This is an optimization exercise on Yosys and OpenROAD, whose aim is small area, a short achievable clock period and few clock cycles, not a production implementation. In this exercise RTL edits were held to simulation tests only and were not proved equivalent to the original. Power is estimated from default activity; no workload was simulated.

run a:
## ppu_quire_acc
module ppu_quire_acc (
   input  logic        clk_i,
   input  logic        rst_i,
   input  logic        in_valid_i,
   output logic        in_ready_o,
   input  logic [21:0] in_a_i,
   input  logic [21:0] in_b_i,
   input  logic        in_a_special_i,
   input  logic        in_b_special_i,
   input  logic        in_last_i,
   output logic        out_valid_o,
   input  logic        out_ready_i,
   output logic [48:0] out_meta_o,
   output logic        out_nar_o,
   output logic        out_zero_o
);
==> flow/config.mk <==
export PLATFORM = sky130hd
export DESIGN_NAME = ppu_quire_acc
export DESIGN_NICKNAME = ppu_quire_acc
export VERILOG_FILES = /design/flow/design.v
export SDC_FILE = /design/flow/constraint.sdc
export NUM_CORES = 4
export LEC_CHECK = 0
export CAP_MARGIN = 20
export CORE_MARGIN = 2
export CORE_UTILIZATION = 60
export PLACE_DENSITY = 0.65
export SLEW_MARGIN = 20
export SYNTH_HIERARCHICAL = 1
==> flow/constraint.sdc <==
create_clock -name core_clock -period 12.0 [get_ports {clk_i}]
set_input_delay 2.4000 -clock core_clock [delete_from_list [all_inputs] [get_ports {clk_i}]]
set_output_delay 2.4000 -clock core_clock [all_outputs]
set_load 0.01 [all_outputs]
standard.sh (not shown) runs the stock make flow with config.mk's settings and CLKGATE_MAP_FILE= SYNTH_SCRIPT=/design/flow/synth_recipe.tcl, a recipe that flattens the netlist after the stock synthesis.
==> flow/flow/run.sh <==
#!/bin/bash
# The standard layout, with sky130_fd_sc_hd__buf_4 as the buffer that
# buffer_ports puts on every input and output port (ORFS otherwise picks a
# delay cell, clkdlybuf4s50_1, for them). Everything else is the standard flow's
# standard.sh: the standard synthesis and the ORFS flow with config.mk.
set -euo pipefail
export BUFFER_PORTS_ARGS="-buffer_cell sky130_fd_sc_hd__buf_4"
bash standard.sh > standard.log 2>&1
Run a: full flow OK, the timing, DRC and antenna checks passed
Testbench counts of run a, summed over its fixed seeds: cycles 7,194.
Edits applied to the flow inputs when going from run a to run b:
Settings: CORE_UTILIZATION now 70, was 60; PLACE_DENSITY now 0.75, was 0.65.
==> flow/flow/run.sh <==
#!/bin/bash
# The standard layout, with two changes to how ORFS builds it:
# - sky130_fd_sc_hd__buf_4 as the buffer that buffer_ports puts on every
#   input and output port (ORFS otherwise picks a delay cell,
#   clkdlybuf4s50_1, for them);
# - clock tree synthesis without dummy loads.
# Everything else is the standard.sh: the standard synthesis and the ORFS
# flow with config.mk.
set -euo pipefail
export BUFFER_PORTS_ARGS="-buffer_cell sky130_fd_sc_hd__buf_4"
export CTS_ARGS="-sink_clustering_enable -repair_clock_nets -dont_use_dummy_load"
bash standard.sh > standard.log 2>&1
==> summary.txt <==
Run b ran in full, but the layout does not pass; the checks complain about antenna rules. Compare run b and run a | final worst slack lower: run a. Against run a, run b reports a antenna diode count that is higher. In run b, the path depth of the worst reg2reg path came out 1 above the value in run a. Non-clock buffer count: run b < run a. Compared with run a, in run b global-route track usage on met3 picked up an extra 6.2 points, post-placement worst setup slack lost 0.049 ns, final cycle utilization of the critical path lost 0.57 points, half-perimeter wire length of the detailed placement result lost about 1.3%.

* * *

Another version of the RTL of ppu_quire_acc (not shown whole).
For scale: about 5900 cells after synthesis, roughly 690 flip-flops, roughly 100 I/O pins, roughly 51000 sq um of cells after synthesis.
clock: 12.0 ns
lec_check: 0
cap_margin: 20
core_margin: 2
core_utilization: 60
place_density: 0.65
slew_margin: 20
run.sh (not shown) runs the stock make flow with config.mk's settings and CLKGATE_MAP_FILE= SYNTH_SCRIPT=/design/flow/synth_recipe.tcl, a recipe that flattens the netlist after the stock synthesis.
Stock flow here: none of the scripts above is used.
Testbench counts at the start, summed over its fixed seeds: cycles 6,867.
==> next run, changes <==
--- a/flow/config.mk
+++ b/flow/config.mk
@@ -8 +8 @@
-export CAP_MARGIN = 20
+export CAP_MARGIN = 50
@@ -12 +12 @@
-export SLEW_MARGIN = 20
+export SLEW_MARGIN = 80
Outcome: Routed wire length grows by a few percent; total power grows by a few percent; worst setup slack got worse by 270 ps; first-iteration DRC count shrinks slightly.

[static timing again, ports no longer ideal]
The results above use ideal ports. As a check the final layouts listed here were re-extracted and re-timed, cells and wires unchanged. Step 1 assumes that a clkbuf_16 drives the clock port and a buf_2 every other input. Step 2 moves the port delays by t, midway between the first and last clock arrival at a register: inputs arrive t later, outputs are due t later. That takes back most of the time a late clock gives input paths. Three values: ideal ports, drivers, drivers and shift; two values: the first two.
| run | shift t [ns] | setup WS [ns] | slew at the worst register clock pin (ns) |
|---|---|---|---|
| run a | 0.794 | 8.084 / 8.084 / 8.084 | 0.07 / 0.07 |
| run b | 0.754 | 8.153 / 8.153 / 8.153 | 0.07 / 0.07 |
| the first run of note 2 | 0.754 | 5.329 / 5.329 / 5.329 | 0.07 / 0.07 |
| the second run of note 2 | 0.760 | 5.061 / 5.061 / 5.061 | 0.07 / 0.07 |
